Source: an optimization exercise on an open RTL-to-GDS flow (aim: small area, a short achievable clock period and few clock cycles per item). Production flows keep margins and buffers that such runs may drop.
Function was checked by simulation only, so behaviour that the tests miss may differ from the original.

==> flow/design.v <==
package gdn_pkg;
    localparam int NUM_MIN = 306;
    localparam int NUM_MAX = 3652364;
    function automatic logic [3:0] fwd_month_index(input logic [3:0] month);
        logic [3:0] r;
        case (month)
            4'd0:    r = 4'd9;
            4'd1:    r = 4'd10;
            4'd2:    r = 4'd11;
            4'd13:   r = 4'd10;
            4'd14:   r = 4'd11;
            4'd15:   r = 4'd0;
            default: r = month - 4'd3;
        endcase
        fwd_month_index = r;
    endfunction
    function automatic logic [8:0] month_offset(input logic [3:0] mi);
        logic [8:0] r;
        case (mi)
            4'd0:    r = 9'd0;
            4'd1:    r = 9'd31;
            4'd2:    r = 9'd61;
            4'd3:    r = 9'd92;
            4'd4:    r = 9'd122;
            4'd5:    r = 9'd153;
            4'd6:    r = 9'd184;
            4'd7:    r = 9'd214;
            4'd8:    r = 9'd245;
            4'd9:    r = 9'd275;
            4'd10:   r = 9'd306;
            4'd11:   r = 9'd337;
            default: r = 9'd0;
        endcase
        month_offset = r;
    endfunction
    function automatic logic [3:0] month_index(input logic [8:0] ddd);
        logic [3:0] mi;
        mi = 4'd0;
        for (int k = 1; k < 12; k++)
        begin
            if (ddd >= month_offset(4'(k)))
            begin
                mi = mi + 4'd1;
            end
        end
        month_index = mi;
    endfunction
endpackage
module gdn_est (
    input  logic [21:0] n,
    output logic [13:0] est
);
    wire e_w1;
    wire e_w2;
    assign e_w1 = n[7] ^ n[9];
    assign e_w2 = n[7] & n[9];
    wire e_w3;
    wire e_w4;
    assign e_w3 = n[8] ^ n[10];
    assign e_w4 = n[8] & n[10];
    wire e_w5;
    wire e_w6;
    assign e_w5 = n[9] ^ n[11] ^ n[12];
    assign e_w6 = (n[9] & n[11]) | (n[9] & n[12]) | (n[11] & n[12]);
    wire e_w7;
    wire e_w8;
    assign e_w7 = n[10] ^ n[12];
    assign e_w8 = n[10] & n[12];
    wire e_w9;
    wire e_w10;
    assign e_w9 = n[6] ^ n[8] ^ n[9];
    assign e_w10 = (n[6] & n[8]) | (n[6] & n[9]) | (n[8] & n[9]);
    wire e_w11;
    wire e_w12;
    assign e_w11 = e_w1 ^ n[10] ^ n[12];
    assign e_w12 = (e_w1 & n[10]) | (e_w1 & n[12]) | (n[10] & n[12]);
    wire e_w13;
    wire e_w14;
    assign e_w13 = ~n[15] ^ ~n[18];
    assign e_w14 = ~n[15] & ~n[18];
    wire e_w15;
    wire e_w16;
    assign e_w15 = e_w2 ^ e_w3 ^ n[11];
    assign e_w16 = (e_w2 & e_w3) | (e_w2 & n[11]) | (e_w3 & n[11]);
    wire e_w17;
    wire e_w18;
    assign e_w17 = n[13] ^ ~n[16] ^ n[19];
    assign e_w18 = (n[13] & ~n[16]) | (n[13] & n[19]) | (~n[16] & n[19]);
    wire e_w19;
    wire e_w20;
    assign e_w19 = e_w4 ^ e_w5 ^ n[14];
    assign e_w20 = (e_w4 & e_w5) | (e_w4 & n[14]) | (e_w5 & n[14]);
    wire e_w21;
    wire e_w22;
    assign e_w21 = ~n[17] ^ ~n[20] ^ ~n[19];
    assign e_w22 = (~n[17] & ~n[20]) | (~n[17] & ~n[19]) | (~n[20] & ~n[19]);
    wire e_w23;
    wire e_w24;
    assign e_w23 = e_w6 ^ e_w7 ^ n[13];
    assign e_w24 = (e_w6 & e_w7) | (e_w6 & n[13]) | (e_w7 & n[13]);
    wire e_w25;
    wire e_w26;
    assign e_w25 = n[15] ^ ~n[18] ^ ~n[21];
    assign e_w26 = (n[15] & ~n[18]) | (n[15] & ~n[21]) | (~n[18] & ~n[21]);
    wire e_w27;
    wire e_w28;
    assign e_w27 = e_w8 ^ n[11] ^ n[13];
    assign e_w28 = (e_w8 & n[11]) | (e_w8 & n[13]) | (n[11] & n[13]);
    wire e_w29;
    wire e_w30;
    assign e_w29 = n[14] ^ n[16] ^ n[19];
    assign e_w30 = (n[14] & n[16]) | (n[14] & n[19]) | (n[16] & n[19]);
    wire e_w31;
    wire e_w32;
    assign e_w31 = n[12] ^ n[14] ^ n[15];
    assign e_w32 = (n[12] & n[14]) | (n[12] & n[15]) | (n[14] & n[15]);
    wire e_w33;
    wire e_w34;
    assign e_w33 = n[17] ^ ~n[20] ^ n[19];
    assign e_w34 = (n[17] & ~n[20]) | (n[17] & n[19]) | (~n[20] & n[19]);
    wire e_w35;
    wire e_w36;
    assign e_w35 = n[13] ^ n[15] ^ n[16];
    assign e_w36 = (n[13] & n[15]) | (n[13] & n[16]) | (n[15] & n[16]);
    wire e_w37;
    wire e_w38;
    assign e_w37 = n[18] ^ ~n[21] ^ n[19];
    assign e_w38 = (n[18] & ~n[21]) | (n[18] & n[19]) | (~n[21] & n[19]);
    wire e_w39;
    wire e_w40;
    assign e_w39 = n[14] ^ n[16] ^ n[17];
    assign e_w40 = (n[14] & n[16]) | (n[14] & n[17]) | (n[16] & n[17]);
    wire e_w41;
    wire e_w42;
    assign e_w41 = n[19] ^ ~n[19];
    assign e_w42 = n[19] & ~n[19];
    wire e_w43;
    wire e_w44;
    assign e_w43 = n[15] ^ n[17] ^ n[18];
    assign e_w44 = (n[15] & n[17]) | (n[15] & n[18]) | (n[17] & n[18]);
    wire e_w45;
    wire e_w46;
    assign e_w45 = n[16] ^ n[18] ^ n[19];
    assign e_w46 = (n[16] & n[18]) | (n[16] & n[19]) | (n[18] & n[19]);
    wire e_w47;
    wire e_w48;
    assign e_w47 = n[17] ^ n[19];
    assign e_w48 = n[17] & n[19];
    wire e_w49;
    wire e_w50;
    assign e_w49 = n[18] ^ n[20];
    assign e_w50 = n[18] & n[20];
    wire e_w51;
    wire e_w52;
    assign e_w51 = e_w9 ^ n[11];
    assign e_w52 = e_w9 & n[11];
    wire e_w53;
    wire e_w54;
    assign e_w53 = e_w10 ^ e_w11 ^ e_w13;
    assign e_w54 = (e_w10 & e_w11) | (e_w10 & e_w13) | (e_w11 & e_w13);
    wire e_w55;
    wire e_w56;
    assign e_w55 = e_w12 ^ e_w14 ^ e_w15;
    assign e_w56 = (e_w12 & e_w14) | (e_w12 & e_w15) | (e_w14 & e_w15);
    wire e_w57;
    wire e_w58;
    assign e_w57 = e_w16 ^ e_w18 ^ e_w19;
    assign e_w58 = (e_w16 & e_w18) | (e_w16 & e_w19) | (e_w18 & e_w19);
    wire e_w59;
    wire e_w60;
    assign e_w59 = e_w20 ^ e_w22 ^ e_w23;
    assign e_w60 = (e_w20 & e_w22) | (e_w20 & e_w23) | (e_w22 & e_w23);
    wire e_w61;
    wire e_w62;
    assign e_w61 = e_w24 ^ e_w26 ^ e_w27;
    assign e_w62 = (e_w24 & e_w26) | (e_w24 & e_w27) | (e_w26 & e_w27);
    wire e_w63;
    wire e_w64;
    assign e_w63 = e_w28 ^ e_w30 ^ e_w31;
    assign e_w64 = (e_w28 & e_w30) | (e_w28 & e_w31) | (e_w30 & e_w31);
    wire e_w65;
    wire e_w66;
    assign e_w65 = e_w32 ^ e_w34 ^ e_w35;
    assign e_w66 = (e_w32 & e_w34) | (e_w32 & e_w35) | (e_w34 & e_w35);
    wire e_w67;
    wire e_w68;
    assign e_w67 = e_w36 ^ e_w38 ^ e_w39;
    assign e_w68 = (e_w36 & e_w38) | (e_w36 & e_w39) | (e_w38 & e_w39);
    wire e_w69;
    wire e_w70;
    assign e_w69 = e_w40 ^ e_w42 ^ e_w43;
    assign e_w70 = (e_w40 & e_w42) | (e_w40 & e_w43) | (e_w42 & e_w43);
    wire e_w71;
    wire e_w72;
    assign e_w71 = e_w44 ^ e_w45 ^ n[21];
    assign e_w72 = (e_w44 & e_w45) | (e_w44 & n[21]) | (e_w45 & n[21]);
    wire e_w73;
    wire e_w74;
    assign e_w73 = e_w46 ^ e_w47 ^ n[20];
    assign e_w74 = (e_w46 & e_w47) | (e_w46 & n[20]) | (e_w47 & n[20]);
    wire e_w75;
    wire e_w76;
    assign e_w75 = e_w48 ^ e_w49 ^ n[21];
    assign e_w76 = (e_w48 & e_w49) | (e_w48 & n[21]) | (e_w49 & n[21]);
    wire e_w77;
    wire e_w78;
    assign e_w77 = e_w50 ^ n[19] ^ n[21];
    assign e_w78 = (e_w50 & n[19]) | (e_w50 & n[21]) | (n[19] & n[21]);
    wire e_w79;
    wire e_w80;
    assign e_w79 = e_w51 ^ ~n[14];
    assign e_w80 = e_w51 & ~n[14];
    wire e_w81;
    wire e_w82;
    assign e_w81 = e_w52 ^ e_w53 ^ ~n[17];
    assign e_w82 = (e_w52 & e_w53) | (e_w52 & ~n[17]) | (e_w53 & ~n[17]);
    wire e_w83;
    wire e_w84;
    assign e_w83 = e_w54 ^ e_w55 ^ e_w17;
    assign e_w84 = (e_w54 & e_w55) | (e_w54 & e_w17) | (e_w55 & e_w17);
    wire e_w85;
    wire e_w86;
    assign e_w85 = e_w56 ^ e_w57 ^ e_w21;
    assign e_w86 = (e_w56 & e_w57) | (e_w56 & e_w21) | (e_w57 & e_w21);
    wire e_w87;
    wire e_w88;
    assign e_w87 = e_w58 ^ e_w59 ^ e_w25;
    assign e_w88 = (e_w58 & e_w59) | (e_w58 & e_w25) | (e_w59 & e_w25);
    wire e_w89;
    wire e_w90;
    assign e_w89 = e_w60 ^ e_w61 ^ e_w29;
    assign e_w90 = (e_w60 & e_w61) | (e_w60 & e_w29) | (e_w61 & e_w29);
    wire e_w91;
    wire e_w92;
    assign e_w91 = e_w62 ^ e_w63 ^ e_w33;
    assign e_w92 = (e_w62 & e_w63) | (e_w62 & e_w33) | (e_w63 & e_w33);
    wire e_w93;
    wire e_w94;
    assign e_w93 = e_w64 ^ e_w65 ^ e_w37;
    assign e_w94 = (e_w64 & e_w65) | (e_w64 & e_w37) | (e_w65 & e_w37);
    wire e_w95;
    wire e_w96;
    assign e_w95 = e_w66 ^ e_w67 ^ e_w41;
    assign e_w96 = (e_w66 & e_w67) | (e_w66 & e_w41) | (e_w67 & e_w41);
    wire e_w97;
    wire e_w98;
    assign e_w97 = e_w68 ^ e_w69 ^ ~n[20];
    assign e_w98 = (e_w68 & e_w69) | (e_w68 & ~n[20]) | (e_w69 & ~n[20]);
    wire e_w99;
    wire e_w100;
    assign e_w99 = e_w70 ^ e_w71 ^ ~n[20];
    assign e_w100 = (e_w70 & e_w71) | (e_w70 & ~n[20]) | (e_w71 & ~n[20]);
    wire e_w101;
    wire e_w102;
    assign e_w101 = e_w72 ^ e_w73 ^ ~n[20];
    assign e_w102 = (e_w72 & e_w73) | (e_w72 & ~n[20]) | (e_w73 & ~n[20]);
    wire e_w103;
    wire e_w104;
    assign e_w103 = e_w74 ^ e_w75 ^ ~n[20];
    assign e_w104 = (e_w74 & e_w75) | (e_w74 & ~n[20]) | (e_w75 & ~n[20]);
    wire e_w105;
    wire e_w106;
    assign e_w105 = e_w76 ^ e_w77 ^ ~n[20];
    assign e_w106 = (e_w76 & e_w77) | (e_w76 & ~n[20]) | (e_w77 & ~n[20]);
    wire e_w107;
    wire e_w108;
    assign e_w107 = e_w78 ^ n[20] ^ ~n[20];
    assign e_w108 = (e_w78 & n[20]) | (e_w78 & ~n[20]) | (n[20] & ~n[20]);
    wire e_w109;
    wire e_w110;
    assign e_w109 = n[21] ^ ~n[20];
    assign e_w110 = n[21] & ~n[20];
    wire [16:0] e_a = {e_w110, e_w108, e_w106, e_w104, e_w102, e_w100, e_w98, e_w96, e_w94, e_w92, e_w90, e_w88, e_w86, e_w84, e_w82, e_w80, e_w79};
    wire [16:0] e_b = {~n[20], e_w109, e_w107, e_w105, e_w103, e_w101, e_w99, e_w97, e_w95, e_w93, e_w91, e_w89, e_w87, e_w85, e_w83, e_w81, n[17]};
    wire [16:0] e;
    assign e = e_a + e_b;
    assign est = e[16:3];
endmodule
module gdn_q (
    input  logic [13:0] y,
    output logic [6:0] q
);
    wire c_w1;
    wire c_w2;
    assign c_w1 = y[3] ^ y[6];
    assign c_w2 = y[3] & y[6];
    wire c_w3;
    wire c_w4;
    assign c_w3 = y[2] ^ y[4] ^ y[7];
    assign c_w4 = (y[2] & y[4]) | (y[2] & y[7]) | (y[4] & y[7]);
    wire c_w5;
    wire c_w6;
    assign c_w5 = y[3] ^ y[5] ^ y[8];
    assign c_w6 = (y[3] & y[5]) | (y[3] & y[8]) | (y[5] & y[8]);
    wire c_w7;
    wire c_w8;
    assign c_w7 = y[4] ^ y[6];
    assign c_w8 = y[4] & y[6];
    wire c_w9;
    wire c_w10;
    assign c_w9 = y[5] ^ y[7] ^ y[10];
    assign c_w10 = (y[5] & y[7]) | (y[5] & y[10]) | (y[7] & y[10]);
    wire c_w11;
    wire c_w12;
    assign c_w11 = y[6] ^ y[8] ^ y[11];
    assign c_w12 = (y[6] & y[8]) | (y[6] & y[11]) | (y[8] & y[11]);
    wire c_w13;
    wire c_w14;
    assign c_w13 = y[7] ^ y[9] ^ y[12];
    assign c_w14 = (y[7] & y[9]) | (y[7] & y[12]) | (y[9] & y[12]);
    wire c_w15;
    wire c_w16;
    assign c_w15 = y[8] ^ y[10] ^ y[13];
    assign c_w16 = (y[8] & y[10]) | (y[8] & y[13]) | (y[10] & y[13]);
    wire c_w17;
    wire c_w18;
    assign c_w17 = y[9] ^ y[11];
    assign c_w18 = y[9] & y[11];
    wire c_w19;
    wire c_w20;
    assign c_w19 = y[10] ^ y[12];
    assign c_w20 = y[10] & y[12];
    wire c_w21;
    wire c_w22;
    assign c_w21 = y[11] ^ y[13];
    assign c_w22 = y[11] & y[13];
    wire c_w23;
    wire c_w24;
    assign c_w23 = y[2] ^ y[5];
    assign c_w24 = y[2] & y[5];
    wire c_w25;
    wire c_w26;
    assign c_w25 = c_w1 ^ ~y[11] ^ ~y[10];
    assign c_w26 = (c_w1 & ~y[11]) | (c_w1 & ~y[10]) | (~y[11] & ~y[10]);
    wire c_w27;
    wire c_w28;
    assign c_w27 = c_w2 ^ c_w3 ^ ~y[12];
    assign c_w28 = (c_w2 & c_w3) | (c_w2 & ~y[12]) | (c_w3 & ~y[12]);
    wire c_w29;
    wire c_w30;
    assign c_w29 = c_w4 ^ c_w5 ^ ~y[13];
    assign c_w30 = (c_w4 & c_w5) | (c_w4 & ~y[13]) | (c_w5 & ~y[13]);
    wire c_w31;
    wire c_w32;
    assign c_w31 = c_w6 ^ c_w7 ^ ~y[9];
    assign c_w32 = (c_w6 & c_w7) | (c_w6 & ~y[9]) | (c_w7 & ~y[9]);
    wire c_w33;
    wire c_w34;
    assign c_w33 = c_w8 ^ c_w9 ^ ~y[9];
    assign c_w34 = (c_w8 & c_w9) | (c_w8 & ~y[9]) | (c_w9 & ~y[9]);
    wire c_w35;
    wire c_w36;
    assign c_w35 = c_w10 ^ c_w11 ^ ~y[9];
    assign c_w36 = (c_w10 & c_w11) | (c_w10 & ~y[9]) | (c_w11 & ~y[9]);
    wire c_w37;
    wire c_w38;
    assign c_w37 = c_w12 ^ c_w13 ^ ~y[9];
    assign c_w38 = (c_w12 & c_w13) | (c_w12 & ~y[9]) | (c_w13 & ~y[9]);
    wire c_w39;
    wire c_w40;
    assign c_w39 = c_w14 ^ c_w15 ^ ~y[9];
    assign c_w40 = (c_w14 & c_w15) | (c_w14 & ~y[9]) | (c_w15 & ~y[9]);
    wire c_w41;
    wire c_w42;
    assign c_w41 = c_w16 ^ c_w17 ^ ~y[9];
    assign c_w42 = (c_w16 & c_w17) | (c_w16 & ~y[9]) | (c_w17 & ~y[9]);
    wire c_w43;
    wire c_w44;
    assign c_w43 = c_w18 ^ c_w19 ^ ~y[9];
    assign c_w44 = (c_w18 & c_w19) | (c_w18 & ~y[9]) | (c_w19 & ~y[9]);
    wire c_w45;
    wire c_w46;
    assign c_w45 = c_w20 ^ c_w21 ^ ~y[9];
    assign c_w46 = (c_w20 & c_w21) | (c_w20 & ~y[9]) | (c_w21 & ~y[9]);
    wire c_w47;
    wire c_w48;
    assign c_w47 = c_w22 ^ y[12] ^ ~y[9];
    assign c_w48 = (c_w22 & y[12]) | (c_w22 & ~y[9]) | (y[12] & ~y[9]);
    wire c_w49;
    wire c_w50;
    assign c_w49 = y[13] ^ ~y[9];
    assign c_w50 = y[13] & ~y[9];
    wire [13:0] c_a = {c_w48, c_w46, c_w44, c_w42, c_w40, c_w38, c_w36, c_w34, c_w32, c_w30, c_w28, c_w26, c_w24, c_w23};
    wire [13:0] c_b = {c_w49, c_w47, c_w45, c_w43, c_w41, c_w39, c_w37, c_w35, c_w33, c_w31, c_w29, c_w27, c_w25, y[10]};
    wire [13:0] c;
    assign c = c_a + c_b;
    assign q = c[13:7];
endmodule
module gdn_s (
    input  logic [9:0] a,
    input  logic [13:0] y,
    output logic [19:0] s
);
    wire s_w1;
    wire s_w2;
    assign s_w1 = a[3] ^ y[3];
    assign s_w2 = a[3] & y[3];
    wire s_w3;
    wire s_w4;
    assign s_w3 = a[4] ^ y[4] ^ y[2];
    assign s_w4 = (a[4] & y[4]) | (a[4] & y[2]) | (y[4] & y[2]);
    wire s_w5;
    wire s_w6;
    assign s_w5 = a[5] ^ y[5] ^ y[3];
    assign s_w6 = (a[5] & y[5]) | (a[5] & y[3]) | (y[5] & y[3]);
    wire s_w7;
    wire s_w8;
    assign s_w7 = y[2] ^ y[0];
    assign s_w8 = y[2] & y[0];
    wire s_w9;
    wire s_w10;
    assign s_w9 = a[6] ^ y[6] ^ y[4];
    assign s_w10 = (a[6] & y[6]) | (a[6] & y[4]) | (y[6] & y[4]);
    wire s_w11;
    wire s_w12;
    assign s_w11 = y[3] ^ y[1] ^ y[8];
    assign s_w12 = (y[3] & y[1]) | (y[3] & y[8]) | (y[1] & y[8]);
    wire s_w13;
    wire s_w14;
    assign s_w13 = a[7] ^ y[7] ^ y[5];
    assign s_w14 = (a[7] & y[7]) | (a[7] & y[5]) | (y[7] & y[5]);
    wire s_w15;
    wire s_w16;
    assign s_w15 = y[4] ^ y[2] ^ y[9];
    assign s_w16 = (y[4] & y[2]) | (y[4] & y[9]) | (y[2] & y[9]);
    wire s_w17;
    wire s_w18;
    assign s_w17 = a[8] ^ y[8] ^ y[6];
    assign s_w18 = (a[8] & y[8]) | (a[8] & y[6]) | (y[8] & y[6]);
    wire s_w19;
    wire s_w20;
    assign s_w19 = y[5] ^ y[3] ^ y[10];
    assign s_w20 = (y[5] & y[3]) | (y[5] & y[10]) | (y[3] & y[10]);
    wire s_w21;
    wire s_w22;
    assign s_w21 = a[9] ^ y[9] ^ y[7];
    assign s_w22 = (a[9] & y[9]) | (a[9] & y[7]) | (y[9] & y[7]);
    wire s_w23;
    wire s_w24;
    assign s_w23 = y[6] ^ y[4] ^ y[11];
    assign s_w24 = (y[6] & y[4]) | (y[6] & y[11]) | (y[4] & y[11]);
    wire s_w25;
    wire s_w26;
    assign s_w25 = y[10] ^ y[8] ^ y[7];
    assign s_w26 = (y[10] & y[8]) | (y[10] & y[7]) | (y[8] & y[7]);
    wire s_w27;
    wire s_w28;
    assign s_w27 = y[5] ^ y[12];
    assign s_w28 = y[5] & y[12];
    wire s_w29;
    wire s_w30;
    assign s_w29 = y[11] ^ y[9] ^ y[8];
    assign s_w30 = (y[11] & y[9]) | (y[11] & y[8]) | (y[9] & y[8]);
    wire s_w31;
    wire s_w32;
    assign s_w31 = y[6] ^ y[13];
    assign s_w32 = y[6] & y[13];
    wire s_w33;
    wire s_w34;
    assign s_w33 = y[12] ^ y[10] ^ y[9];
    assign s_w34 = (y[12] & y[10]) | (y[12] & y[9]) | (y[10] & y[9]);
    wire s_w35;
    wire s_w36;
    assign s_w35 = y[13] ^ y[11];
    assign s_w36 = y[13] & y[11];
    wire s_w37;
    wire s_w38;
    assign s_w37 = a[2] ^ y[2];
    assign s_w38 = a[2] & y[2];
    wire s_w39;
    wire s_w40;
    assign s_w39 = s_w1 ^ y[1] ^ y[0];
    assign s_w40 = (s_w1 & y[1]) | (s_w1 & y[0]) | (y[1] & y[0]);
    wire s_w41;
    wire s_w42;
    assign s_w41 = s_w2 ^ s_w3 ^ y[1];
    assign s_w42 = (s_w2 & s_w3) | (s_w2 & y[1]) | (s_w3 & y[1]);
    wire s_w43;
    wire s_w44;
    assign s_w43 = s_w4 ^ s_w5 ^ s_w7;
    assign s_w44 = (s_w4 & s_w5) | (s_w4 & s_w7) | (s_w5 & s_w7);
    wire s_w45;
    wire s_w46;
    assign s_w45 = s_w6 ^ s_w8 ^ s_w9;
    assign s_w46 = (s_w6 & s_w8) | (s_w6 & s_w9) | (s_w8 & s_w9);
    wire s_w47;
    wire s_w48;
    assign s_w47 = s_w10 ^ s_w12 ^ s_w13;
    assign s_w48 = (s_w10 & s_w12) | (s_w10 & s_w13) | (s_w12 & s_w13);
    wire s_w49;
    wire s_w50;
    assign s_w49 = s_w14 ^ s_w16 ^ s_w17;
    assign s_w50 = (s_w14 & s_w16) | (s_w14 & s_w17) | (s_w16 & s_w17);
    wire s_w51;
    wire s_w52;
    assign s_w51 = s_w18 ^ s_w20 ^ s_w21;
    assign s_w52 = (s_w18 & s_w20) | (s_w18 & s_w21) | (s_w20 & s_w21);
    wire s_w53;
    wire s_w54;
    assign s_w53 = s_w22 ^ s_w24 ^ s_w25;
    assign s_w54 = (s_w22 & s_w24) | (s_w22 & s_w25) | (s_w24 & s_w25);
    wire s_w55;
    wire s_w56;
    assign s_w55 = s_w26 ^ s_w28 ^ s_w29;
    assign s_w56 = (s_w26 & s_w28) | (s_w26 & s_w29) | (s_w28 & s_w29);
    wire s_w57;
    wire s_w58;
    assign s_w57 = s_w30 ^ s_w32 ^ s_w33;
    assign s_w58 = (s_w30 & s_w32) | (s_w30 & s_w33) | (s_w32 & s_w33);
    wire s_w59;
    wire s_w60;
    assign s_w59 = s_w34 ^ s_w35 ^ y[10];
    assign s_w60 = (s_w34 & s_w35) | (s_w34 & y[10]) | (s_w35 & y[10]);
    wire s_w61;
    wire s_w62;
    assign s_w61 = s_w36 ^ y[12] ^ y[11];
    assign s_w62 = (s_w36 & y[12]) | (s_w36 & y[11]) | (y[12] & y[11]);
    wire s_w63;
    wire s_w64;
    assign s_w63 = y[13] ^ y[12];
    assign s_w64 = y[13] & y[12];
    wire s_w65;
    wire s_w66;
    assign s_w65 = a[0] ^ y[0];
    assign s_w66 = a[0] & y[0];
    wire s_w67;
    wire s_w68;
    assign s_w67 = a[1] ^ y[1] ^ y[3];
    assign s_w68 = (a[1] & y[1]) | (a[1] & y[3]) | (y[1] & y[3]);
    wire s_w69;
    wire s_w70;
    assign s_w69 = s_w37 ^ y[0] ^ y[4];
    assign s_w70 = (s_w37 & y[0]) | (s_w37 & y[4]) | (y[0] & y[4]);
    wire s_w71;
    wire s_w72;
    assign s_w71 = s_w38 ^ s_w39 ^ y[5];
    assign s_w72 = (s_w38 & s_w39) | (s_w38 & y[5]) | (s_w39 & y[5]);
    wire s_w73;
    wire s_w74;
    assign s_w73 = s_w40 ^ s_w41 ^ y[6];
    assign s_w74 = (s_w40 & s_w41) | (s_w40 & y[6]) | (s_w41 & y[6]);
    wire s_w75;
    wire s_w76;
    assign s_w75 = s_w42 ^ s_w43 ^ y[7];
    assign s_w76 = (s_w42 & s_w43) | (s_w42 & y[7]) | (s_w43 & y[7]);
    wire s_w77;
    wire s_w78;
    assign s_w77 = s_w44 ^ s_w45 ^ s_w11;
    assign s_w78 = (s_w44 & s_w45) | (s_w44 & s_w11) | (s_w45 & s_w11);
    wire s_w79;
    wire s_w80;
    assign s_w79 = s_w46 ^ s_w47 ^ s_w15;
    assign s_w80 = (s_w46 & s_w47) | (s_w46 & s_w15) | (s_w47 & s_w15);
    wire s_w81;
    wire s_w82;
    assign s_w81 = s_w48 ^ s_w49 ^ s_w19;
    assign s_w82 = (s_w48 & s_w49) | (s_w48 & s_w19) | (s_w49 & s_w19);
    wire s_w83;
    wire s_w84;
    assign s_w83 = s_w50 ^ s_w51 ^ s_w23;
    assign s_w84 = (s_w50 & s_w51) | (s_w50 & s_w23) | (s_w51 & s_w23);
    wire s_w85;
    wire s_w86;
    assign s_w85 = s_w52 ^ s_w53 ^ s_w27;
    assign s_w86 = (s_w52 & s_w53) | (s_w52 & s_w27) | (s_w53 & s_w27);
    wire s_w87;
    wire s_w88;
    assign s_w87 = s_w54 ^ s_w55 ^ s_w31;
    assign s_w88 = (s_w54 & s_w55) | (s_w54 & s_w31) | (s_w55 & s_w31);
    wire s_w89;
    wire s_w90;
    assign s_w89 = s_w56 ^ s_w57 ^ y[7];
    assign s_w90 = (s_w56 & s_w57) | (s_w56 & y[7]) | (s_w57 & y[7]);
    wire s_w91;
    wire s_w92;
    assign s_w91 = s_w58 ^ s_w59 ^ y[8];
    assign s_w92 = (s_w58 & s_w59) | (s_w58 & y[8]) | (s_w59 & y[8]);
    wire s_w93;
    wire s_w94;
    assign s_w93 = s_w60 ^ s_w61 ^ y[9];
    assign s_w94 = (s_w60 & s_w61) | (s_w60 & y[9]) | (s_w61 & y[9]);
    wire s_w95;
    wire s_w96;
    assign s_w95 = s_w62 ^ s_w63 ^ y[10];
    assign s_w96 = (s_w62 & s_w63) | (s_w62 & y[10]) | (s_w63 & y[10]);
    wire s_w97;
    wire s_w98;
    assign s_w97 = s_w64 ^ y[13] ^ y[11];
    assign s_w98 = (s_w64 & y[13]) | (s_w64 & y[11]) | (y[13] & y[11]);
    wire [19:0] s_a = {1'b0, y[13], s_w98, s_w96, s_w94, s_w92, s_w90, s_w88, s_w86, s_w84, s_w82, s_w80, s_w78, s_w76, s_w74, s_w72, s_w70, s_w68, s_w66, s_w65};
    wire [19:0] s_b = {1'b0, 1'b0, y[12], s_w97, s_w95, s_w93, s_w91, s_w89, s_w87, s_w85, s_w83, s_w81, s_w79, s_w77, s_w75, s_w73, s_w71, s_w69, s_w67, y[2]};
    assign s = s_a + s_b;
endmodule
module gdn_z (
    input  logic t,
    input  logic [19:0] s,
    input  logic [13:0] y,
    input  logic [6:0] q,
    output logic [21:0] z
);
    wire z_w1;
    wire z_w2;
    assign z_w1 = s[0] ^ t;
    assign z_w2 = s[0] & t;
    wire z_w3;
    wire z_w4;
    assign z_w3 = s[1] ^ q[3];
    assign z_w4 = s[1] & q[3];
    wire z_w5;
    wire z_w6;
    assign z_w5 = s[2] ^ q[4];
    assign z_w6 = s[2] & q[4];
    wire z_w7;
    wire z_w8;
    assign z_w7 = s[3] ^ q[5];
    assign z_w8 = s[3] & q[5];
    wire z_w9;
    wire z_w10;
    assign z_w9 = s[4] ^ q[6];
    assign z_w10 = s[4] & q[6];
    wire z_w11;
    wire z_w12;
    assign z_w11 = y[0] ^ y[2];
    assign z_w12 = y[0] & y[2];
    wire z_w13;
    wire z_w14;
    assign z_w13 = y[1] ^ y[3] ^ s[9];
    assign z_w14 = (y[1] & y[3]) | (y[1] & s[9]) | (y[3] & s[9]);
    wire z_w15;
    wire z_w16;
    assign z_w15 = y[2] ^ y[4] ^ s[10];
    assign z_w16 = (y[2] & y[4]) | (y[2] & s[10]) | (y[4] & s[10]);
    wire z_w17;
    wire z_w18;
    assign z_w17 = y[3] ^ y[5] ^ s[11];
    assign z_w18 = (y[3] & y[5]) | (y[3] & s[11]) | (y[5] & s[11]);
    wire z_w19;
    wire z_w20;
    assign z_w19 = y[4] ^ y[6] ^ s[12];
    assign z_w20 = (y[4] & y[6]) | (y[4] & s[12]) | (y[6] & s[12]);
    wire z_w21;
    wire z_w22;
    assign z_w21 = y[5] ^ y[7] ^ s[13];
    assign z_w22 = (y[5] & y[7]) | (y[5] & s[13]) | (y[7] & s[13]);
    wire z_w23;
    wire z_w24;
    assign z_w23 = y[6] ^ y[8] ^ s[14];
    assign z_w24 = (y[6] & y[8]) | (y[6] & s[14]) | (y[8] & s[14]);
    wire z_w25;
    wire z_w26;
    assign z_w25 = y[7] ^ y[9] ^ s[15];
    assign z_w26 = (y[7] & y[9]) | (y[7] & s[15]) | (y[9] & s[15]);
    wire z_w27;
    wire z_w28;
    assign z_w27 = y[8] ^ y[10] ^ s[16];
    assign z_w28 = (y[8] & y[10]) | (y[8] & s[16]) | (y[10] & s[16]);
    wire z_w29;
    wire z_w30;
    assign z_w29 = y[9] ^ y[11] ^ s[17];
    assign z_w30 = (y[9] & y[11]) | (y[9] & s[17]) | (y[11] & s[17]);
    wire z_w31;
    wire z_w32;
    assign z_w31 = y[10] ^ y[12] ^ s[18];
    assign z_w32 = (y[10] & y[12]) | (y[10] & s[18]) | (y[12] & s[18]);
    wire z_w33;
    wire z_w34;
    assign z_w33 = y[11] ^ y[13] ^ s[19];
    assign z_w34 = (y[11] & y[13]) | (y[11] & s[19]) | (y[13] & s[19]);
    wire z_w35;
    wire z_w36;
    assign z_w35 = z_w1 ^ q[2];
    assign z_w36 = z_w1 & q[2];
    wire z_w37;
    wire z_w38;
    assign z_w37 = z_w2 ^ z_w3 ^ ~q[1];
    assign z_w38 = (z_w2 & z_w3) | (z_w2 & ~q[1]) | (z_w3 & ~q[1]);
    wire z_w39;
    wire z_w40;
    assign z_w39 = z_w4 ^ z_w5 ^ ~q[2];
    assign z_w40 = (z_w4 & z_w5) | (z_w4 & ~q[2]) | (z_w5 & ~q[2]);
    wire z_w41;
    wire z_w42;
    assign z_w41 = z_w6 ^ z_w7 ^ ~q[3];
    assign z_w42 = (z_w6 & z_w7) | (z_w6 & ~q[3]) | (z_w7 & ~q[3]);
    wire z_w43;
    wire z_w44;
    assign z_w43 = z_w8 ^ z_w9 ^ ~q[4];
    assign z_w44 = (z_w8 & z_w9) | (z_w8 & ~q[4]) | (z_w9 & ~q[4]);
    wire z_w45;
    wire z_w46;
    assign z_w45 = z_w10 ^ s[5] ^ ~q[5];
    assign z_w46 = (z_w10 & s[5]) | (z_w10 & ~q[5]) | (s[5] & ~q[5]);
    wire z_w47;
    wire z_w48;
    assign z_w47 = y[0] ^ s[6] ^ ~q[6];
    assign z_w48 = (y[0] & s[6]) | (y[0] & ~q[6]) | (s[6] & ~q[6]);
    wire z_w49;
    wire z_w50;
    assign z_w49 = y[1] ^ ~s[7];
    assign z_w50 = y[1] & ~s[7];
    wire z_w51;
    wire z_w52;
    assign z_w51 = z_w11 ^ s[8] ^ ~s[7];
    assign z_w52 = (z_w11 & s[8]) | (z_w11 & ~s[7]) | (s[8] & ~s[7]);
    wire z_w53;
    wire z_w54;
    assign z_w53 = z_w12 ^ z_w13 ^ ~s[7];
    assign z_w54 = (z_w12 & z_w13) | (z_w12 & ~s[7]) | (z_w13 & ~s[7]);
    wire z_w55;
    wire z_w56;
    assign z_w55 = z_w14 ^ z_w15 ^ ~s[7];
    assign z_w56 = (z_w14 & z_w15) | (z_w14 & ~s[7]) | (z_w15 & ~s[7]);
    wire z_w57;
    wire z_w58;
    assign z_w57 = z_w16 ^ z_w17 ^ ~s[7];
    assign z_w58 = (z_w16 & z_w17) | (z_w16 & ~s[7]) | (z_w17 & ~s[7]);
    wire z_w59;
    wire z_w60;
    assign z_w59 = z_w18 ^ z_w19 ^ ~s[7];
    assign z_w60 = (z_w18 & z_w19) | (z_w18 & ~s[7]) | (z_w19 & ~s[7]);
    wire z_w61;
    wire z_w62;
    assign z_w61 = z_w20 ^ z_w21 ^ ~s[7];
    assign z_w62 = (z_w20 & z_w21) | (z_w20 & ~s[7]) | (z_w21 & ~s[7]);
    wire z_w63;
    wire z_w64;
    assign z_w63 = z_w22 ^ z_w23 ^ ~s[7];
    assign z_w64 = (z_w22 & z_w23) | (z_w22 & ~s[7]) | (z_w23 & ~s[7]);
    wire z_w65;
    wire z_w66;
    assign z_w65 = z_w24 ^ z_w25 ^ ~s[7];
    assign z_w66 = (z_w24 & z_w25) | (z_w24 & ~s[7]) | (z_w25 & ~s[7]);
    wire z_w67;
    wire z_w68;
    assign z_w67 = z_w26 ^ z_w27 ^ ~s[7];
    assign z_w68 = (z_w26 & z_w27) | (z_w26 & ~s[7]) | (z_w27 & ~s[7]);
    wire z_w69;
    wire z_w70;
    assign z_w69 = z_w28 ^ z_w29 ^ ~s[7];
    assign z_w70 = (z_w28 & z_w29) | (z_w28 & ~s[7]) | (z_w29 & ~s[7]);
    wire z_w71;
    wire z_w72;
    assign z_w71 = z_w30 ^ z_w31 ^ ~s[7];
    assign z_w72 = (z_w30 & z_w31) | (z_w30 & ~s[7]) | (z_w31 & ~s[7]);
    wire z_w73;
    wire z_w74;
    assign z_w73 = z_w32 ^ z_w33 ^ ~s[7];
    assign z_w74 = (z_w32 & z_w33) | (z_w32 & ~s[7]) | (z_w33 & ~s[7]);
    wire z_w75;
    wire z_w76;
    assign z_w75 = z_w34 ^ y[12] ^ ~s[7];
    assign z_w76 = (z_w34 & y[12]) | (z_w34 & ~s[7]) | (y[12] & ~s[7]);
    wire z_w77;
    wire z_w78;
    assign z_w77 = y[13] ^ ~s[7];
    assign z_w78 = y[13] & ~s[7];
    wire [21:0] z_a = {z_w76, z_w74, z_w72, z_w70, z_w68, z_w66, z_w64, z_w62, z_w60, z_w58, z_w56, z_w54, z_w52, z_w50, z_w48, z_w46, z_w44, z_w42, z_w40, z_w38, z_w36, z_w35};
    wire [21:0] z_b = {z_w77, z_w75, z_w73, z_w71, z_w69, z_w67, z_w65, z_w63, z_w61, z_w59, z_w57, z_w55, z_w53, z_w51, z_w49, z_w47, z_w45, z_w43, z_w41, z_w39, z_w37, ~q[0]};
    assign z = z_a + z_b;
endmodule
module gregorian_day_number_convert_top (
    input  logic         clk,
    input  logic         rst_n,
    input  logic         req_valid,
    output logic         req_ready,
    input  logic         req_type,
    input  logic [13:0]  year_in,
    input  logic [3:0]   month_in,
    input  logic [4:0]   day_in,
    input  logic [21:0]  number_in,
    output logic         rsp_valid,
    input  logic         rsp_ready,
    output logic [21:0]  number_out,
    output logic [13:0]  year_out,
    output logic [3:0]   month_out,
    output logic [4:0]   day_out,
    output logic         range_error
);
    logic        v1_reg, v2_reg, v3_reg, v4_reg, v5_reg;
    logic        en;
    logic        s1_typ_reg;
    logic        s1_err_reg;
    logic [22:0] s1_w_reg;
    logic        s2_typ_reg;
    logic        s2_err_reg;
    logic [13:0] s2_y_reg;
    logic [9:0]  s2_a_reg;
    logic        s3_typ_reg;
    logic        s3_err_reg;
    logic [13:0] s3_y_reg;
    logic [19:0] s3_s_reg;
    logic [6:0]  s3_q_reg;
    logic        s4_typ_reg;
    logic        s4_err_reg;
    logic        s4_leap_reg;
    logic [1:0]  s4_yh_reg;
    logic [21:0] s4_p_reg;
    logic        s5_num_reg;
    logic        s5_date_reg;
    logic        s5_err_reg;
    logic [22:0] s5_p_reg;
    assign en = !v5_reg || rsp_ready;
    assign req_ready = en;
    assign rsp_valid = v5_reg;
    always_ff @(posedge clk or negedge rst_n)
    begin
        if (!rst_n)
        begin
            v1_reg <= 1'b0;
            v2_reg <= 1'b0;
            v3_reg <= 1'b0;
            v4_reg <= 1'b0;
            v5_reg <= 1'b0;
        end
        else if (en)
        begin
            v1_reg <= req_valid;
            v2_reg <= v1_reg;
            v3_reg <= v2_reg;
            v4_reg <= v3_reg;
            v5_reg <= v4_reg;
        end
    end
    logic [3:0]  a_mi;
    logic        a_wrap;
    logic [8:0]  a_off;
    logic [13:0] a_yf;
    logic        a_late;
    logic        a_ferr;
    logic        a_gbad;
    always_comb
    begin
        a_mi = gdn_pkg::fwd_month_index(month_in);
        a_wrap = (a_mi >= 4'd10);
        a_off = gdn_pkg::month_offset(a_mi) + 9'(day_in);
        a_yf = year_in - 14'(a_wrap);
        a_late = (a_mi == 4'd11) || ((a_mi == 4'd10) && (day_in != 5'd0));
        a_ferr = (a_wrap && (year_in == 14'd0)) || (year_in > 14'd9999 + 14'(a_wrap))
              || ((year_in == 14'd9999 + 14'(a_wrap)) && a_late)
              || ((year_in == 14'(a_wrap)) && !a_late);
        a_gbad = (number_in < 22'(gdn_pkg::NUM_MIN)) || (number_in > 22'(gdn_pkg::NUM_MAX));
    end
    always_ff @(posedge clk)
    begin
        if (en)
        begin
            s1_typ_reg <= req_type;
            s1_err_reg <= req_type ? a_gbad : a_ferr;
            s1_w_reg <= req_type ? {1'b0, number_in} : {a_yf, a_off};
        end
    end
    logic [13:0] b_est;
    gdn_est u_est (.n(s1_w_reg[21:0]), .est(b_est));
    always_ff @(posedge clk)
    begin
        if (en)
        begin
            s2_typ_reg <= s1_typ_reg;
            s2_err_reg <= s1_err_reg;
            s2_y_reg <= s1_typ_reg ? b_est : s1_w_reg[22:9];
            s2_a_reg <= s1_typ_reg ? ~s1_w_reg[9:0] : {1'b0, s1_w_reg[8:0]};
        end
    end
    logic [6:0]  c_q;
    logic [19:0] c_s;
    gdn_q u_q (.y(s2_y_reg), .q(c_q));
    gdn_s u_s (.a(s2_a_reg), .y(s2_y_reg), .s(c_s));
    always_ff @(posedge clk)
    begin
        if (en)
        begin
            s3_typ_reg <= s2_typ_reg;
            s3_err_reg <= s2_err_reg;
            s3_y_reg <= s2_y_reg;
            s3_s_reg <= c_s;
            s3_q_reg <= c_q;
        end
    end
    logic [21:0] m_z;
    logic [4:0]  m_rem25;
    logic        m_leap;
    gdn_z u_z (.t(s3_typ_reg), .s(s3_s_reg), .y(s3_y_reg), .q(s3_q_reg), .z(m_z));
    always_comb
    begin
        m_rem25 = s3_y_reg[6:2] - 5'(s3_q_reg) * 5'd25;
        m_leap = (s3_y_reg[1:0] == 2'd0) && ((m_rem25 != 5'd0) || (s3_q_reg[1:0] == 2'd0));
    end
    always_ff @(posedge clk)
    begin
        if (en)
        begin
            s4_typ_reg <= s3_typ_reg;
            s4_err_reg <= s3_err_reg;
            s4_leap_reg <= m_leap;
            s4_yh_reg <= s3_y_reg[13:12];
            s4_p_reg <= s3_typ_reg ? {s3_y_reg[11:0], ~m_z[9:0]} : m_z;
        end
    end
    logic        e_back;
    logic [8:0]  e_d;
    logic [11:0] e_ge;
    logic [11:0] e_m;
    logic [4:0]  e_k;
    logic [3:0]  e_month;
    logic [4:0]  e_day;
    logic [13:0] e_y;
    logic [13:0] e_yp;
    logic [13:0] e_ym;
    logic [13:0] e_year;
    always_comb
    begin
        e_back = s4_p_reg[9];
        e_d = s4_p_reg[8:0] + (e_back ? 9'd365 + 9'(s4_leap_reg) : 9'd0);
        for (int k = 0; k < 12; k++)
        begin
            e_ge[k] = (e_d >= gdn_pkg::month_offset(4'(k)));
        end
        for (int k = 0; k < 11; k++)
        begin
            e_m[k] = e_ge[k] && !e_ge[k + 1];
        end
        e_m[11] = e_ge[11];
        e_k = 5'd0;
        e_month = 4'd0;
        for (int k = 0; k < 12; k++)
        begin
            e_k = e_k | ({5{e_m[k]}} & 5'(9'd1 - gdn_pkg::month_offset(4'(k))));
            e_month = e_month | ({4{e_m[k]}} & 4'((k + 2) % 12 + 1));
        end
        e_day = e_d[4:0] + e_k;
        e_y = {s4_yh_reg, s4_p_reg[21:10]};
        e_yp = e_y + 14'd1;
        e_ym = e_y - 14'd1;
        if (e_ge[10] == e_back)
        begin
            e_year = e_y;
        end
        else if (e_ge[10])
        begin
            e_year = e_yp;
        end
        else
        begin
            e_year = e_ym;
        end
    end
    always_ff @(posedge clk)
    begin
        if (en)
        begin
            s5_num_reg <= !s4_typ_reg && !s4_err_reg;
            s5_date_reg <= s4_typ_reg && !s4_err_reg;
            s5_err_reg <= s4_err_reg;
            s5_p_reg <= s4_typ_reg ? {e_year, e_month, e_day} : {1'b0, s4_p_reg};
        end
    end
    assign range_error = s5_err_reg;
    assign number_out = s5_num_reg ? s5_p_reg[21:0] : 22'd0;
    assign year_out = s5_date_reg ? s5_p_reg[22:9] : 14'd0;
    assign month_out = s5_date_reg ? s5_p_reg[8:5] : 4'd0;
    assign day_out = s5_date_reg ? s5_p_reg[4:0] : 5'd0;
endmodule
==> flow/run.sh <==
#!/bin/bash
# synth_recipe.tcl (not shown) runs the flow's synth.tcl, then flattens the netlist and writes it again
# the make line also repeats each setting of config.mk as NAME=value (left out here)
make -C /OpenROAD-flow-scripts/flow DESIGN_CONFIG=/design/flow/config.mk WORK_HOME=/design/flow/orfs CLKGATE_MAP_FILE= SYNTH_SCRIPT=/design/flow/synth_recipe.tcl finish
==> flow/config.mk <==
export PLATFORM = sky130hd
export DESIGN_NAME = gregorian_day_number_convert_top
export DESIGN_NICKNAME = gregorian_day_number_convert_top
export VERILOG_FILES = /design/flow/design.v
export SDC_FILE = /design/flow/constraint.sdc
export NUM_CORES = 4
export LEC_CHECK = 0
export CAP_MARGIN = 20
export CORE_MARGIN = 2
export CORE_UTILIZATION = 60
export PLACE_DENSITY = 0.75
export SETUP_SLACK_MARGIN = 4.0
export SLEW_MARGIN = 20
==> flow/constraint.sdc <==
create_clock -name core_clock -period 9.0 [get_ports {clk}]
set_input_delay 1.8000 -clock core_clock [delete_from_list [all_inputs] [get_ports {clk}]]
set_output_delay 1.8000 -clock core_clock [all_outputs]
set_load 0.01 [all_outputs]
==> results.toml, run 1 <==
[floorplan]
io-pin-count = 98
fp.dieW_um = 163
dieArea_um2 = 26600
placementRows = 58
die-height_um = 163
start_util_pct = 60.6
core_um2 = 25000

[timing]
hold_viol = 0
finalMaxSlewViolations = 0
relSlewSlack_pct = 34.2
rsz0062_at_grt = "yes"
clock.fmax_mhz = 208
finalCritPeriodShare_pct = 53.3
setup_tns_ns = 0
tightestPinTransition_ns = 0.988
min_period_ns = 4.80
setup_viol = 0
finClkSkew_ns = 0.00679

[setup_path]
max_stage_delay_ns = 0.61
arrival_ns = 4.96
r2r_end = "s5_p_reg[4]"
cp_max_fo = 8
critPathSlowestCell = "or4_1"
rrSetupSlack_ns = 4.20
crit_required_ns = 9.16
reg2reg_depth = 20
path_cells = "inv_2, nor2_1, ha_1, fa_1, a21o_1, a21oi_4, xnor2_2, or4_1, mux2_2, nor3_2, or4_4, inv_2, fa_1, inv_1, a21o_1, a21oi_1, xnor2_1, and3_1, o21ai_0, o21ai_0"
r2r_start = "s4_p_reg[9]"
endpoint_kind = "register"
startpoint = "s4_p_reg[9]"
crit_type = "reg2reg"
start_kind = "register"

[placed_design]
dp_hpwl_um = 24900
port_buffers = 97
gp_congestion = 0.923

[cts]
ctsHtreeMaxLevel = 4
clock-sinks = 152
cts_tree = "done"
numCtsBuffers = 17
worstSkewPairLatency_ns = 0.43
root_buffer = "clkbuf_16"
path_clk_slew_ns = 0.06
ctsHoldBuffers = 0
cts_buffer_depth = 2

[grt]
grtUsageMet2_pct = 47.7
grt-ovfl-total = 0
grt_pass1_wl_um = 53100
grt.busiest_layer = "met2"
grtUsageTotal_pct = 25.3
first_global_vias = 11400
grt_max_degree = 80
use_met3_pct = 3.68
grt_antenna_before_repair = 0
use_met1_pct = 29.4

[synth]
ys.warnings.count = 1
syn_inst = 1456
avgSynthCellArea_um2 = 10.4
synth_edf_count = 147
synth_nets = 1798
async_reset_ff_share_pct = 3.29
synthTopCellsByArea = "edfxtp_1 (29%), fa_1 (18%), ha_1 (13%)"
seq_area_frac_synth_pct = 29.9
netlist_area_um2 = 15200
ys_types = 74
synth_top_area_share_pct = 29.1
synth-seq-cells = 152
yosysTopAreaCell = "edfxtp_1"
synth_common_cells = "ha_1 (158), inv_1 (153), edfxtp_1 (147)"
synth_most_common_cell = "ha_1"
ys.flop_type = "edfxtp_1"

[final_layout]
final_nets = 1907
layout-drive-gt1-share_pct = 7.48
antenna_cells = 0
syn2layout_area_growth_pct = 14.6

[worst_hold_path]
whs_path_depth = 0
worstHoldStart = "s2_typ_reg"
hold_path.class = "reg2reg"
min_delay_worst_endpoint = "s3_typ_reg"

[detailed_routing]
wl_per_cell_um = 16.8
vias = 10900
antenna_left = 0
viasPerCell = 5.72
drt_iter0_drc = 540
firstDrtPassIters = 4
drc = 0
drt_wl_total_um = 32000

[run]
max_cap_viol_count = 0

[outcome]
status = "finished clean"
==> placed cells by master (no fill, tap or decap), drive strengths merged, types with 8 or more instances in the layout <==
cell           instances
ha                   158
nor3                  29
a21o                  25
a21oi                 83
nor4                  14
and3                  16
and2                  55
o21ai                 80
nand2b                17
or3                   11
xor2                  52
buf                   23
nor2                  81
clkdlybuf4s50         93
o211ai                 9
a211oi                16
o31ai                 14
xnor2                 78
fa                   134
mux2                  13
nand3                 29
mux2i                 16
edfxtp               147
nand2                 89
o21bai                 8
clkbuf                21
o21a                   9
nor2b                 10
inv                  157
==> worst max-delay path: cells and delay by family (launching register included) <==
kind	cells	cell delay, ns
xor+xnor	2	0.32
mux	1	0.30
flops	1	0.42
buf+inv	3	0.24
compound gates	6	0.92
simple gates	5	1.30
fa+ha+maj	3	1.04
==> per-stage QoR <==
| stage | instance area (µm²) | std cells | util, % | hold WS (ns) | setup WS, ns |
|---|---|---|---|---|---|
| 6_report | 17400 | 1908 | 69.4 | 0.428 | 4.20 |
| 5_1_grt | 17400 | 1908 | 69.4 | 0.445 | 3.98 |
| 4_1_cts | 17200 | 1898 | 68.7 | 0.426 | 4.06 |
| 3_5_place_dp | 16500 | 1859 | 65.8 | 0.405 | 2.96 |
| 3_3_place_gp | 16500 | 1859 | 65.8 | 0.400 | 3.08 |
| 2_1_floorplan | 15200 | 1456 | - | 0.400 | 4.14 |
==> timing repair <==
action	in CTS	in global routing
pin swaps	2	5
gates cloned	0	0
setup buffers	7	10
gates resized for setup	11	30
endpoints found under the setup margin	26	18
==> layer usage <==
| metal | vias to the layer above | wire length (µm) |
|---|---|---|
| li1 | 5322 | - |
| met5 | - | 0 |
| met3 | 53 | 1140 |
| met2 | 265 | 17200 |
| met1 | 5281 | 13000 |
| met4 | 0 | 689 |
==> area by class of cell <==
cell class,instances,area (µm²)
Clock buffer,19,433
Clock inverter,13,193
Fill cell,1884,7650
Inverter,154,578
Multi-Input combinational cell,1120,10100
Sequential cell,152,4540
Tap cell,330,413
Timing Repair Buffer,120,1140
==> logic make-up (layout without fill, tap and decap cells) <==
| family | after synthesis | after routing | synth area share [%] |
|---|---|---|---|
| buf+inv | 184 | 306 | 4.63 |
| simple gates | 377 | 377 | 12.4 |
| mux | 29 | 29 | 2.02 |
| compound gates | 292 | 292 | 12.6 |
| xor+xnor | 130 | 130 | 7.73 |
| flops | 152 | 152 | 29.9 |
| fa+ha+maj | 292 | 292 | 30.7 |
==> how the worst max path moves through the flow <==
stage / to / slack, ns / cells past startpoint
5_1_grt: s5_p_reg[4] / 3.98 / 22
3_3_place_gp: s1_w_reg[21] / 3.08 / 14
2_1_floorplan: s5_p_reg[22] / 4.14 / 18
6_report: s5_p_reg[4] / 4.20 / 20
4_1_cts: s1_w_reg[7] / 4.06 / 17
3_5_place_dp: s1_w_reg[21] / 2.96 / 14
Testbench counts, summed over its fixed seeds: cycles 12,040, items 12,000.
==> run 2: changes to the inputs <==
--- a/flow/config.mk
+++ b/flow/config.mk
@@ -6,8 +6,9 @@
 export NUM_CORES = 4
 export LEC_CHECK = 0
+export ABC_AREA = 1
 export CAP_MARGIN = 20
 export CORE_MARGIN = 2
 export CORE_UTILIZATION = 60
 export PLACE_DENSITY = 0.75
-export SETUP_SLACK_MARGIN = 4.0
+export SETUP_SLACK_MARGIN = 4.2
 export SLEW_MARGIN = 20
==> run 2 against run 1 <==
- fmax is 2.0% higher
- area after synthesis is 5.4% higher
- global-route usage is 2.4 points higher
- first-iteration DRC count is 81% higher
- critical path type is now in2out
- non-clock buffer count is 13 lower
- still clean
==> results.toml, run 2 <==
[outcome]
status = "finished clean"

[synth]
avgSynthCellArea_um2 = 8.63
synth_edf_count = 147
synthTopCellsByArea = "edfxtp_1 (28%), fa_1 (17%), ha_1 (12%)"
ys.warnings.count = 1
seq_area_frac_synth_pct = 28.4
netlist_area_um2 = 16000
synth_most_common_cell = "nand2_1"
synth-seq-cells = 152
async_reset_ff_share_pct = 3.29
synth_common_cells = "nand2_1 (379), inv_1 (317), ha_1 (158)"
synth_top_area_share_pct = 27.6
ys_types = 54
ys.flop_type = "edfxtp_1"
yosysTopAreaCell = "edfxtp_1"
synth_nets = 2195
syn_inst = 1853

[final_layout]
syn2layout_area_growth_pct = 12.3
mostFrequentLayoutCells = "nand2_1 (378), inv_1 (314), ha_1 (158)"
final_nets = 2301
final_cells = 2306
final_area_um2 = 18000
antenna_cells = 0
layout-drive-gt1-share_pct = 6.09
utilization_pct = 68.8
final_common_cell = "nand2_1"

[floorplan]
die-height_um = 167
placementRows = 59
fp.dieW_um = 167
core_um2 = 26100
dieArea_um2 = 28000
io-pin-count = 98
start_util_pct = 61.2

[timing]
clock.fmax_mhz = 213
finalCritPeriodShare_pct = 52.3
rsz0062_at_grt = "yes"
finalMaxSlewViolations = 0
finClkSkew_ns = 0.0150
setup_viol = 0
tightestPinTransition_ns = 0.998
hold_viol = 0
min_period_ns = 4.70
setup_tns_ns = 0
relSlewSlack_pct = 33.4

[detailed_routing]
antenna_left = 0
drt_wl_total_um = 36600
drc = 0
drt_iter0_drc = 976
wl_per_cell_um = 15.9
firstDrtPassIters = 17
viasPerCell = 5.57
vias = 12800

[cts]
numCtsBuffers = 17
cts_buffer_depth = 2
cts_tree = "done"
clock-sinks = 152
worstSkewPairLatency_ns = 0.43
root_buffer = "clkbuf_16"
ctsHoldBuffers = 0
ctsHtreeMaxLevel = 4
path_clk_slew_ns = 0.06

[setup_path]
reg2reg_depth = 25
critPathSlowestCell = "clkdlybuf4s50_1"
start_kind = "primary input"
max_stage_delay_ns = 0.50
cp_max_fo = 10
crit_required_ns = 7.20
arrival_ns = 2.90
endpoint_kind = "output port"
path_cells = "clkdlybuf4s50_1, clkinvlp_4, nand2_8, dlygate4sd2_1"
crit_type = "in2out"

[placed_design]
dp_cells = 2267
gp_congestion = 0.975
placed_area_um2 = 17300
port_buffers = 97
dp_hpwl_um = 29000

[grt]
grt_pass1_wl_um = 62400
grtUsageTotal_pct = 27.6
grt-ovfl-total = 0
first_global_vias = 13300
grt_antenna_before_repair = 0
grt_max_degree = 81

[run]
max_cap_viol_count = 0

[worst_hold_path]
whs_path_depth = 0
hold_path.class = "reg2reg"
run 2: changes by cell type in the layout (fill, tap and decap cells not counted), sizes merged, moves of 25 or more:
cell   previous run  this run
and2             55         0
inv             157       323
nand2            89       394
nand3            29       108
nor2             81       121
o21ai            80       105
xnor2            78        35
run 2: area by class of cell:
type,count,area [µm²]
timing repair buffer,107,1040
clock buffer,18,429
fill,2111,8160
sequential,152,4540
tap,335,419
multi-input combinational,1357,10200
inverter,324,1230
clock inverter,13,145
run 2: what timing repair did:
| action | 4_1_cts | 5_1_grt |
|---|---|---|
| resized for setup | 8 | 11 |
| buffers inserted | 2 | 3 |
| gates cloned | 3 | 0 |
| setup endpoints to repair | 8 | 14 |
| pin swaps | 1 | 0 |
run 2: stage by stage:
stage	setup WS, ns	hold WS, ns
detailed placement	3.44	0.406
floorplan	4.29	0.400
global placement	3.63	0.403
global route	4.17	0.432
CTS	4.21	0.422
finish	4.30	0.422
run 2: routing by layer:
metal	global-route usage (%)	wire (µm)	up-vias
li1	-	-	6286
met1	31.0	14100	6056
met2	52.5	19400	397
met3	3.45	1660	99
met4	12.1	1490	0
met5	0	0	-
run 2: critical path, delay by kind of cell:
kind	cells	cell delay (ns)
buffers and inverters	3	0.93
and+or+nand+nor	1	0.17
run 2: final timing paths:
| check | end | slack, ns | startpoint |
|---|---|---|---|
| setup reg to reg | s5_p_reg[4] | 4.56 | s4_p_reg[9] |
| setup / recovery | req_ready | 4.30 | rsp_ready |
| min in group asynchronous | v1_reg | 1.58 | rst_n |
| hold / removal | s3_err_reg | 0.42 | s2_err_reg |
| max in group asynchronous | v4_reg | 7.22 | rst_n |
| hold reg to reg | s3_err_reg | 0.42 | s2_err_reg |
run 2: kinds of logic (layout without fill, tap and decap cells):
| family | Yosys count | in the layout | share of synthesized area [%] |
|---|---|---|---|
| buffers and inverters | 347 | 462 | 8.46 |
| adder cells (fa/ha/maj) | 292 | 292 | 29.1 |
| AND/OR/NAND/NOR | 697 | 700 | 19.0 |
| multiplexers | 1 | 1 | 0.0704 |
| flip-flops | 152 | 152 | 28.4 |
| AO/OA/AOI/OAI | 270 | 270 | 9.78 |
| XOR/XNOR | 94 | 94 | 5.19 |
==> run 3: changes to the inputs <==
--- a/flow/config.mk
+++ b/flow/config.mk
@@ -6,5 +6,4 @@
 export NUM_CORES = 4
 export LEC_CHECK = 0
-export ABC_AREA = 1
 export CAP_MARGIN = 20
 export CORE_MARGIN = 2
==> run 3 against run 2 <==
- setup slack gained 0.031 ns
- die area shrank 5.0%
- via count shrank 14%
- clock skew shrank 0.0050 ns
- first-iteration DRC count shrank 43%
- non-clock buffer count grew 40
- critical endpoint is now s2_y_reg[10]
- highest routed layer unchanged
==> results.toml, run 3 <==
[timing]
finalCritPeriodShare_pct = 51.9
rsz0062_at_grt = "yes"
setup_viol = 0
tightestPinTransition_ns = 0.923
setup_tns_ns = 0
whs_ns = 0.421
relSlewSlack_pct = 38.5
hold_viol = 0
clock.fmax_mhz = 214
finalMaxSlewViolations = 0
min_period_ns = 4.67
finClkSkew_ns = 0.00997

[cts]
clock-sinks = 152
numCtsBuffers = 17
ctsHtreeMaxLevel = 4
cts_buffer_depth = 2
cts_tree = "done"
path_clk_slew_ns = 0.07
worstSkewPairLatency_ns = 0.44
root_buffer = "clkbuf_16"

[synth]
synth_edf_count = 147
synth_nets = 1798
netlist_area_um2 = 15200
syn_inst = 1456
synthTopCellsByArea = "edfxtp_1 (29%), fa_1 (18%), ha_1 (13%)"
synth_top_area_share_pct = 29.1
synth_common_cells = "ha_1 (158), inv_1 (153), edfxtp_1 (147)"
yosysTopAreaCell = "edfxtp_1"
seq_area_frac_synth_pct = 29.9
avgSynthCellArea_um2 = 10.4
async_reset_ff_share_pct = 3.29
synth-seq-cells = 152
synth_most_common_cell = "ha_1"
ys.flop_type = "edfxtp_1"
ys_types = 74
ys.warnings.count = 1

[final_layout]
syn2layout_area_growth_pct = 16.7
final_cells = 1936
final_nets = 1935
mostFrequentLayoutCells = "ha_1 (152), inv_1 (150), edfxtp_1 (147)"
final_common_cell = "ha_1"
antenna_cells = 0
layout-drive-gt1-share_pct = 10.7

[outcome]
status = "finished clean"

[floorplan]
dieArea_um2 = 26600
io-pin-count = 98
start_util_pct = 60.6
fp.dieW_um = 163
core_um2 = 25000
die-height_um = 163
placementRows = 58

[grt]
first_global_vias = 11000
grt_pass1_wl_um = 53400
grt_antenna_before_repair = 0
grt_max_degree = 75
grtUsageTotal_pct = 25.7
grt-ovfl-total = 0

[detailed_routing]
viasPerCell = 5.68
drt_iter0_drc = 552
vias = 11000
firstDrtPassIters = 5
antenna_left = 0
wl_per_cell_um = 17.0
drt_wl_total_um = 32900
drc = 0

[worst_hold_path]
hold_path.class = "reg2reg"

[placed_design]
gp_congestion = 0.911
dp_cells = 1860
dp_hpwl_um = 25500
port_buffers = 97

[run]
max_cap_viol_count = 0

[setup_path]
arrival_ns = 4.85
crit_required_ns = 9.17
endpoint_kind = "register"
crit_type = "reg2reg"
cp_max_fo = 4
start_kind = "register"
## run 3: cells by family after synthesis
family	after synthesis	share of synthesized area, %
AOI/OAI and AO/OA	292	12.6
DFF	152	29.9
muxes	29	2.02
adders and majority gates	292	30.7
buffers and inverters	184	4.63
xor gates and xnor gates	130	7.73
and+or+nand+nor	377	12.4
## run 3: path summary, 6_finish.rpt
| check | startpoint | slack, ns | to | depth (start not counted) |
|---|---|---|---|---|
| hold reg to reg | s3_err_reg | 0.42 | s4_err_reg | 0 |
| min in group asynchronous | rst_n | 1.58 | v2_reg | 1 |
| hold / removal | s3_err_reg | 0.42 | s4_err_reg | 0 |
| max in group asynchronous | rst_n | 7.23 | v5_reg | 1 |
| setup reg to reg | s1_w_reg[12] | 4.33 | s2_y_reg[10] | 13 |
| setup / recovery | s1_w_reg[12] | 4.33 | s2_y_reg[10] | 13 |
## run 3: critical path, stage by stage, from the launching register on
cell and delay [ns]:
edfxtp_1 0.44, fa_1 0.58, fa_2 0.44, fa_1 0.42, fa_1 0.61, ha_4 0.23, a211oi_2 0.23, nor2_1 0.11
a2111oi_4 0.36, o21a_1 0.22, nor3_1 0.08, or2_2 0.31, a211oi_1 0.25, o22ai_1 0.11
## run 3: metal layers
metal,up-vias,GRT usage [%],share of wire (%)
met5,-,0,0
met4,0,8.81,2.7
met2,277,46.6,52
met3,59,4.09,3.8
met1,5279,31.2,41
li1,5385,-,-
## run 3: repair_timing
| item | in CTS | in global routing |
|---|---|---|
| hold endpoints to repair | 0 | 0 |
| setup buffers | 12 | 31 |
| endpoints found under the setup margin | 35 | 23 |
| hold buffers | 0 | 0 |
| pin swaps | 2 | 19 |
| cloned | 1 | 0 |
| resized for setup | 16 | 58 |
## run 3: cell type report
class	count	area, µm²
Multi-Input combinational cell	1121	10300
Inverter	154	578
Tap cell	330	413
Timing Repair Buffer	147	1350
Clock buffer	17	425
Sequential cell	152	4540
Clock inverter	15	159
Fill cell	1871	7320
## run 3: per-stage QoR
stage | worst slack [ns] | area, µm² | util [%]
global placement | 3.46 | 16500 | 65.9
floorplan | 4.27 | 15200 | -
global route | 4.16 | 17700 | 70.7
finish | 4.33 | 17700 | 70.7
CTS | 4.15 | 17200 | 68.8
detailed placement | 3.34 | 16500 | 65.9

## what the ideal ports hide
The results above use ideal ports. As a check the final layouts listed here were re-extracted and re-timed, cells and wires unchanged.
Step 1 (the two cells are an assumption about what drives the block):
set clk [get_ports {clk}]
set_driving_cell -lib_cell sky130_fd_sc_hd__clkbuf_16 $clk
set_driving_cell -lib_cell sky130_fd_sc_hd__buf_2 [delete_from_list [all_inputs] $clk]
Step 2 times the ports against the registers' clock, not the clock port: input delays grow and output delays shrink by t, the midpoint of the rising clock arrivals with the driver on.
a / b / c = no drivers / after step 1 / after step 2; a / b = the first two.
| run | t, ns | setup slack, ns | latest minus earliest clock arrival (ns) | slew at the worst register clock pin (ns) | pins driven straight from the clock port |
|---|---|---|---|---|---|
| run 1 | 0.471 | 4.202 / 4.202 / 3.812 | 0.008 / 0.008 | 0.07 / 0.07 | 1 |
| run 2 | 0.475 | 4.296 / 4.269 / 4.107 | 0.015 / 0.015 | 0.07 / 0.07 | 1 |
| run 3 | 0.482 | 4.327 / 4.327 / 3.944 | 0.010 / 0.011 | 0.07 / 0.07 | 1 |
After both steps every run listed still meets setup and hold. For run 1, which loses most, drivers alone change the setup slack by 0.000 ns; drivers and shift together by -0.390 ns.
